From an optimization exercise on the open Yosys and OpenROAD flow, aimed at small area; shortcuts taken in it are not production practice. In this exercise RTL edits were held to simulation tests only and were not proved equivalent to the original. Power is estimated from default activity; no workload was simulated. The flow treats the clock pin as an ideal source, which a real chip does not have.

==> flow/design.v <==
module imem_hold (
  input  logic q,
  input  logic e,
  input  logic en,
  input  logic w,
  output logic d
);
  assign d = (q | e) & (w | en);
endmodule
module imem_and2 (
  input  logic a,
  input  logic b,
  output logic y
);
  assign y = a & b;
endmodule
module imem_nand2 (
  input  logic a,
  input  logic b,
  output logic y_n
);
  assign y_n = ~(a & b);
endmodule
module imem_dec8e (
  input  logic [2:0] a,
  input  logic       en,
  output logic [7:0] y
);
  for (genvar i = 0; i < 8; i++) begin : g_y
    assign y[i] = en && (a == 3'(i));
  end
endmodule
module imem_dec8 (
  input  logic [2:0] a,
  output logic [7:0] y
);
  for (genvar i = 0; i < 8; i++) begin : g_y
    assign y[i] = (a == 3'(i));
  end
endmodule
module imem_aoi3 (
  input  logic d0, d1, d2,
  input  logic s0, s1, s2,
  output logic y_n
);
  assign y_n = ~((d0 & s0) | (d1 & s1) | (d2 & s2));
endmodule
module imem_nand4 (
  input  logic a, b, c, d,
  output logic y_n
);
  assign y_n = ~(a & b & c & d);
endmodule
module imem_nand3 (
  input  logic a, b, c,
  output logic y_n
);
  assign y_n = ~(a & b & c);
endmodule
module imem_nor2 (
  input  logic a, b,
  output logic y_n
);
  assign y_n = ~(a | b);
endmodule
module imem_or22 (
  input  logic [20:0] x_n,
  input  logic        d,
  input  logic        s,
  output logic        y
);
  logic [21:0] l_n;
  logic [5:0]  grp;
  logic [2:0]  pair_n;
  assign l_n[20:0] = x_n;
  imem_nand2 u_last (.a(d), .b(s), .y_n(l_n[21]));
  for (genvar i = 0; i < 5; i++) begin : g_n4
    imem_nand4 u_n4 (.a(l_n[4*i]), .b(l_n[4*i+1]), .c(l_n[4*i+2]), .d(l_n[4*i+3]), .y_n(grp[i]));
  end
  imem_nand2 u_n2 (.a(l_n[20]), .b(l_n[21]), .y_n(grp[5]));
  for (genvar i = 0; i < 3; i++) begin : g_o2
    imem_nor2 u_o2 (.a(grp[2*i]), .b(grp[2*i+1]), .y_n(pair_n[i]));
  end
  imem_nand3 u_out (.a(pair_n[0]), .b(pair_n[1]), .c(pair_n[2]), .y_n(y));
endmodule
module imem_loader (
  input  logic          clk,
  input  logic          rst,
  input  logic          start,
  input  logic          byte_valid,
  input  logic [7:0]    byte_data,
  output logic          byte_ready,
  output logic          busy,
  output logic          cpu_hold,
  output logic          done,
  output logic          error,
  output logic [15:0]   load_count,
  input  logic [31:0]   address,
  output logic [31:0]   Instr
);
  localparam logic [2:0] IDLE   = 3'd0;
  localparam logic [2:0] LEN_LO = 3'd1;
  localparam logic [2:0] LEN_HI = 3'd2;
  localparam logic [2:0] DATA   = 3'd3;
  localparam logic [2:0] DONE   = 3'd4;
  logic [2:0]  state, next_state;
  logic [31:0] mem [64];
  logic [7:0]  len_lo;      
  logic [1:0]  bidx;        
  logic [23:0] shreg;       
  logic        error_q;
  logic [6:0]  cnt;         
  logic        fire, wr_en, len_big;
  logic [6:0]  cnt_inc;
  logic [31:0] wdata;
  assign byte_ready = (state == LEN_LO) || (state == LEN_HI) || (state == DATA);
  assign fire       = byte_valid && byte_ready;
  assign cnt_inc    = cnt + 7'd1;
  assign len_big    = (byte_data != 8'd0) || len_lo[7] || (len_lo[6] && (len_lo[5:0] != 6'd0));
  assign wr_en      = (state == DATA) && fire && (bidx == 2'd3);
  assign wdata      = {byte_data, shreg};
  assign busy       = (state != IDLE);
  assign cpu_hold   = busy;
  assign done       = (state == DONE);
  assign error      = error_q;
  assign load_count = {9'd0, cnt};
  always_comb begin
    next_state = state;
    case (state)
      IDLE:   if (start) next_state = LEN_LO;
      LEN_LO: if (fire) next_state = LEN_HI;
      LEN_HI: if (fire) begin
        if ({byte_data, len_lo} == 16'd0) next_state = DONE;
        else if (len_big)                 next_state = IDLE;
        else                              next_state = DATA;
      end
      DATA:   if (wr_en && cnt_inc == len_lo[6:0]) next_state = DONE;
      default: next_state = IDLE;
    endcase
  end
  always_ff @(posedge clk or posedge rst) begin
    if (rst) begin
      state   <= IDLE;
      error_q <= 1'b0;
      cnt     <= '0;
    end else begin
      state <= next_state;
      if (state == IDLE && start) begin
        error_q <= 1'b0;
        cnt     <= '0;
      end
      if (state == LEN_HI && fire && len_big) error_q <= 1'b1;
      if (wr_en) cnt <= cnt_inc;
    end
  end
  always_ff @(posedge clk) begin
    if (state == LEN_LO) len_lo <= byte_data;
    if (state != DATA)   bidx <= 2'd0;
    else if (fire)       bidx <= bidx + 2'd1;
    if (bidx == 2'd0) shreg[7:0]   <= byte_data;
    if (bidx == 2'd1) shreg[15:8]  <= byte_data;
    if (bidx == 2'd2) shreg[23:16] <= byte_data;
  end
  logic [7:0]  wlo, whi;
  logic [63:0] we, we_n;
  logic [31:0] mem_d [64];
  imem_dec8e u_wlo (.a(cnt[2:0]), .en(wr_en), .y(wlo));
  imem_dec8 u_whi (.a(cnt[5:3]), .y(whi));
  for (genvar k = 0; k < 64; k++) begin : g_word
    imem_and2  u_we  (.a(wlo[k%8]), .b(whi[k/8]), .y(we[k]));
    imem_nand2 u_wen (.a(wlo[k%8]), .b(whi[k/8]), .y_n(we_n[k]));
    for (genvar j = 0; j < 32; j++) begin : g_bit
      imem_hold u_hold (.q(mem[k][j]), .e(we[k]), .en(we_n[k]), .w(wdata[j]), .d(mem_d[k][j]));
    end
    always_ff @(posedge clk) mem[k] <= mem_d[k];
  end
  logic [7:0]  rlo, rhi;
  logic [63:0] rsel;
  imem_dec8 u_rlo (.a(address[4:2]), .y(rlo));
  imem_dec8 u_rhi (.a(address[7:5]), .y(rhi));
  for (genvar k = 0; k < 64; k++) begin : g_rsel
    imem_and2 u_rs (.a(rlo[k%8]), .b(rhi[k/8]), .y(rsel[k]));
  end
  for (genvar j = 0; j < 32; j++) begin : g_rd
    logic [20:0] leg_n;
    for (genvar g = 0; g < 21; g++) begin : g_leg
      imem_aoi3 u_aoi (
        .d0(mem[3*g][j]), .d1(mem[3*g+1][j]), .d2(mem[3*g+2][j]),
        .s0(rsel[3*g]),   .s1(rsel[3*g+1]),   .s2(rsel[3*g+2]),
        .y_n(leg_n[g]));
    end
    imem_or22 u_or (.x_n(leg_n), .d(mem[63][j]), .s(rsel[63]), .y(Instr[j]));
  end
endmodule
Settings: LEC_CHECK=0, CAP_MARGIN=10, CORE_MARGIN=2, CORE_UTILIZATION=55, GPL_TIMING_DRIVEN=0, PLACE_DENSITY=0.7, SETUP_SLACK_MARGIN=0.1, SLEW_MARGIN=10, SYNTH_HIERARCHICAL=1; clock period 7.0 ns.
standard.sh (not shown) runs the stock make flow with config.mk's settings and CLKGATE_MAP_FILE= SYNTH_SCRIPT=/design/flow/synth_recipe.tcl, a recipe that flattens the netlist after the stock synthesis.
==> flow/flow/run.sh <==
#!/bin/bash
# Layout flow for imem_loader: the standard synthesis unchanged, then the
# standard ORFS steps with three changes:
#  - ports are buffered with buf_2 instead of the default delay-cell buffer,
#  - the repair steps may not use the largest buffers (buf_6 and up),
#  - clock tree: clkbuf_16 only, larger sink clusters, no dummy loads.
# Each tool's output goes to its own log file in this folder.
set -uo pipefail

PLATFORM_DONT_USE="sky130_fd_sc_hd__probe_p_8 sky130_fd_sc_hd__probec_p_8 \
 sky130_fd_sc_hd__lpflow_bleeder_1 sky130_fd_sc_hd__lpflow_clkbufkapwr_1 \
 sky130_fd_sc_hd__lpflow_clkbufkapwr_16 sky130_fd_sc_hd__lpflow_clkbufkapwr_2 \
 sky130_fd_sc_hd__lpflow_clkbufkapwr_4 sky130_fd_sc_hd__lpflow_clkbufkapwr_8 \
 sky130_fd_sc_hd__lpflow_clkinvkapwr_1 sky130_fd_sc_hd__lpflow_clkinvkapwr_16 \
 sky130_fd_sc_hd__lpflow_clkinvkapwr_2 sky130_fd_sc_hd__lpflow_clkinvkapwr_4 \
 sky130_fd_sc_hd__lpflow_clkinvkapwr_8 sky130_fd_sc_hd__lpflow_decapkapwr_12 \
 sky130_fd_sc_hd__lpflow_decapkapwr_3 sky130_fd_sc_hd__lpflow_decapkapwr_4 \
 sky130_fd_sc_hd__lpflow_decapkapwr_6 sky130_fd_sc_hd__lpflow_decapkapwr_8 \
 sky130_fd_sc_hd__lpflow_inputiso0n_1 sky130_fd_sc_hd__lpflow_inputiso0p_1 \
 sky130_fd_sc_hd__lpflow_inputiso1n_1 sky130_fd_sc_hd__lpflow_inputiso1p_1 \
 sky130_fd_sc_hd__lpflow_inputisolatch_1 sky130_fd_sc_hd__lpflow_isobufsrc_1 \
 sky130_fd_sc_hd__lpflow_isobufsrc_16 sky130_fd_sc_hd__lpflow_isobufsrc_2 \
 sky130_fd_sc_hd__lpflow_isobufsrc_4 sky130_fd_sc_hd__lpflow_isobufsrc_8 \
 sky130_fd_sc_hd__lpflow_isobufsrckapwr_16 \
 sky130_fd_sc_hd__lpflow_lsbuf_lh_hl_isowell_tap_1 \
 sky130_fd_sc_hd__lpflow_lsbuf_lh_hl_isowell_tap_2 \
 sky130_fd_sc_hd__lpflow_lsbuf_lh_hl_isowell_tap_4 \
 sky130_fd_sc_hd__lpflow_lsbuf_lh_isowell_4 \
 sky130_fd_sc_hd__lpflow_lsbuf_lh_isowell_tap_1 \
 sky130_fd_sc_hd__lpflow_lsbuf_lh_isowell_tap_2 \
 sky130_fd_sc_hd__lpflow_lsbuf_lh_isowell_tap_4"
EXTRA_DONT_USE="sky130_fd_sc_hd__buf_6 sky130_fd_sc_hd__buf_8 sky130_fd_sc_hd__buf_12 sky130_fd_sc_hd__buf_16 \
 sky130_fd_sc_hd__bufbuf_8 sky130_fd_sc_hd__bufbuf_16 sky130_fd_sc_hd__bufinv_8 \
 sky130_fd_sc_hd__bufinv_16 sky130_fd_sc_hd__clkdlybuf4s15_1 sky130_fd_sc_hd__clkdlybuf4s15_2 \
 sky130_fd_sc_hd__clkdlybuf4s18_1 sky130_fd_sc_hd__clkdlybuf4s18_2 \
 sky130_fd_sc_hd__clkdlybuf4s25_1 sky130_fd_sc_hd__clkdlybuf4s25_2 \
 sky130_fd_sc_hd__clkdlybuf4s50_1 sky130_fd_sc_hd__clkdlybuf4s50_2"

# 1. Standard synthesis, unchanged.
bash standard.sh synth > synth.log 2>&1 || { echo "synthesis failed; see synth.log"; exit 1; }

# 2. Floorplan to final layout.
bash standard.sh finish \
  "DONT_USE_CELLS=$PLATFORM_DONT_USE $EXTRA_DONT_USE" \
  "BUFFER_PORTS_ARGS=-buffer_cell sky130_fd_sc_hd__buf_2" \
  "CTS_ARGS=-sink_clustering_enable -repair_clock_nets -buf_list sky130_fd_sc_hd__clkbuf_16 -sink_clustering_size 30 -sink_clustering_max_diameter 200 -dont_use_dummy_load" \
  > layout.log 2>&1 || { echo "layout failed; see layout.log"; tail -30 layout.log; exit 1; }

test -f out/final.def || { echo "no out/final.def"; exit 1; }
Rerun with:
- CORE_UTILIZATION: 55 -> 65
- PLACE_DENSITY: 0.7 -> 0.8
After rerunning: Wire length decreases by a few percent; worst setup slack improves by 48 ps; via count barely changes; die area decreases by about a fifth; sequential power hardly moves; total power decreases slightly; fmax increases slightly; non-clock buffer count decreases by 61; cell count decreases by a few percent; cell area decreases slightly; critical path depth stays the same.

[port drivers added, routing unchanged]
How much do the figures lean on ideal ports? The routed layouts below were timed once more, with nothing changed but the port constraints. Step 1: set_driving_cell puts a clkbuf_16 on clk and a buf_2 on each other input, an assumption about the parent block. Step 2, shift: input delay + t, output delay - t, t = (earliest + latest rising clock arrival at the registers) / 2. This alone moves slack from input paths to output paths. a / b / c = ideal ports / drivers / drivers and shift; a / b = the first two.
run	shift t [ns]	slack for setup (ns)	worst slew at a driven data input, ns
the first run	0.784	0.654 / 0.490 / 0.490	0.18
the second run	0.780	0.703 / 0.564 / 0.564	0.14
After both steps every run listed still meets setup and hold. The setup slack of the first run, which loses most, moves by -0.164 ns with the drivers and by -0.164 ns with both steps.
